From an optimization exercise on the open Yosys and OpenROAD flow, aimed at small area; shortcuts taken in it are not production practice.
The RTL was checked by simulation tests, not by an equivalence proof against the original design.
No activity file was given, so power comes from the tool's default toggle rates.

==> inputs of job 7498 <==
## weight_row_packer
module weight_row_packer #(
    parameter  int DATA_W     = weight_row_packer_pkg::DATA_W_DEF,
    parameter  int ARRAY_N    = weight_row_packer_pkg::ARRAY_N_DEF,
    parameter  int WT_W       = weight_row_packer_pkg::WT_W_DEF,
    parameter  int FIFO_DEPTH = weight_row_packer_pkg::FIFO_DEPTH_DEF,
    localparam int ROW_W      = ARRAY_N * WT_W,
    localparam int WPR        = ROW_W / DATA_W,
    localparam int RC_W       = $clog2(ARRAY_N + 1)
) (
    input  logic              clk,
    input  logic              rst_n,
    input  logic              start,
    input  logic [RC_W-1:0]   tile_rows,
    input  logic              in_valid,
    input  logic [DATA_W-1:0] in_data,
    output logic              row_valid,
    output logic [ROW_W-1:0]  row_data,
    output logic [RC_W-1:0]   row_idx,
    input  logic              row_ready,
    output logic              busy,
    output logic              tile_done,
    output logic              err_overflow,
    output logic              err_stray
);
==> flow/config.mk <==
export PLATFORM = sky130hd
export DESIGN_NAME = weight_row_packer
export DESIGN_NICKNAME = weight_row_packer
export VERILOG_FILES = /design/flow/design.v
export SDC_FILE = /design/flow/constraint.sdc
export NUM_CORES = 4
export LEC_CHECK = 0
export CAP_MARGIN = 20
export CORE_MARGIN = 2
export CORE_UTILIZATION = 70
export PLACE_DENSITY = 0.82
export SLEW_MARGIN = 20
==> flow/constraint.sdc <==
create_clock -name core_clock -period 6.0 [get_ports {clk}]
set_input_delay 1.2000 -clock core_clock [delete_from_list [all_inputs] [get_ports {clk}]]
set_output_delay 1.2000 -clock core_clock [all_outputs]
set_load 0.01 [all_outputs]
standard.sh (not shown) runs the stock make flow with config.mk's settings and CLKGATE_MAP_FILE= SYNTH_SCRIPT=/design/flow/synth_recipe.tcl, a recipe that flattens the netlist after the stock synthesis.
==> flow/flow/run.sh <==
#!/bin/bash
# The standard ORFS layout, with two changes: ports are buffered with the smallest
# buffer, and clock tree synthesis uses small clock buffers without dummy loads.
set -euo pipefail
export BUFFER_PORTS_ARGS="-buffer_cell sky130_fd_sc_hd__buf_1"
export CTS_ARGS="-sink_clustering_enable -repair_clock_nets -dont_use_dummy_load -buf_list {sky130_fd_sc_hd__clkbuf_4 sky130_fd_sc_hd__clkbuf_8} -sink_clustering_size 18 -sink_clustering_max_diameter 80"
bash standard.sh > flow_standard.log 2>&1
==> job 5605 (differences from job 7498) <==
==> flow/flow/run.sh (replaced) <==
#!/bin/bash
# The standard ORFS layout, with two changes: ports are buffered with the smallest
# buffer, and clock tree synthesis uses small clock buffers without dummy loads.
set -euo pipefail
export BUFFER_PORTS_ARGS="-buffer_cell sky130_fd_sc_hd__buf_1"
export CTS_ARGS="-sink_clustering_enable -repair_clock_nets -dont_use_dummy_load -buf_list {sky130_fd_sc_hd__clkbuf_4 sky130_fd_sc_hd__clkbuf_8} -sink_clustering_size 16 -sink_clustering_max_diameter 40"
bash standard.sh > flow_standard.log 2>&1
- CORE_UTILIZATION: 70 -> 40
- PLACE_DENSITY: 0.82 -> default
==> comparison table <==
| quantity | job 7498 | job 5605 |
|---|---|---|
| Status | no timing/DRC/antenna violations | no timing/DRC/antenna violations |
| Clock share of power | 15.5% | 19.6% |
| Post-route minimum period | 4.56 ns | 4.56 ns |
| Routed met1 length | 31500 um | 38300 um |
| Number of fillers in the final layout | 2954 | 8688 |
| Standby leakage power | 0.0144 uW | 0.0149 uW |
| Least-Margin Pin Slew | 1.10 ns | 1.03 ns |
| Register share of the cell area | 78.5% | 75.7% |
| First-pass GRT wire length | 127000 um | 137000 um |
| Number of standard cells in the layout, taps in and fillers out | 3338 | 4003 |
| Cell area after placement | 0.0437 sq mm | 0.0446 sq mm |
| GR met3 Demand/Resource | 6.27% | 4.92% |
| Peak per-stage delay on the critical path | 0.75 ns | 0.55 ns |
| Multi-input combinational area share | 12.2% | 11.8% |
| Final non-filler cell area | 0.0448 sq mm | 0.0464 sq mm |
| Width of the chip | 246 um | 324 um |
| Post-detailed-routing wire length | 85900 um | 93300 um |
| R2R setup slack | 2.87 ns | 2.78 ns |
| CTS H-tree depth | 3 | 4 |
| Die Y-Extent | 246 um | 324 um |
| Count of inserted tapcells | 765 | 1368 |
| Sum of internal, switching and leakage power | 21400 uW | 22700 uW |
| Routed length per instance | 25.7 um | 23.3 um |
| Pre-antenna DRT Iters | 6 | 5 |
| Internal | 13800 uW | 14700 uW |
| Fin Clk Skew | 0.0647 ns | 0.0768 ns |
| Worst slack at placement | 2.08 ns | 2.08 ns |

[afterwards: timing with drivers on the ports]
Ports are ideal in the flow. The routed layouts listed here were re-timed in OpenROAD.
Step 1, drivers: a clkbuf_16 drives clk and a buf_2 each remaining input, both assumed.
Step 2 adds t to the input delays and takes it off the output delays; t is the mean of the earliest and latest rising clock arrival at the registers after step 1. Input paths then give back, and output paths get back, about the clock's delay inside the block.
a / b / c = no drivers / after step 1 / after step 2; a / b = the first two.
| run | shift t [ns] | slack for setup (ns) | slew at the worst register clock pin (ns) | worst slew at a driven data input, ns | pins driven straight from the clock port |
|---|---|---|---|---|---|
| job 7498 | 0.713 | 1.440 / 1.381 / 2.093 | 0.12 / 0.12 | 0.11 | 1 |
| job 5605 | 0.833 | 1.442 / 1.382 / 2.071 | 0.09 / 0.09 | 0.12 | 1 |
After both steps setup and hold are still met in every run listed.
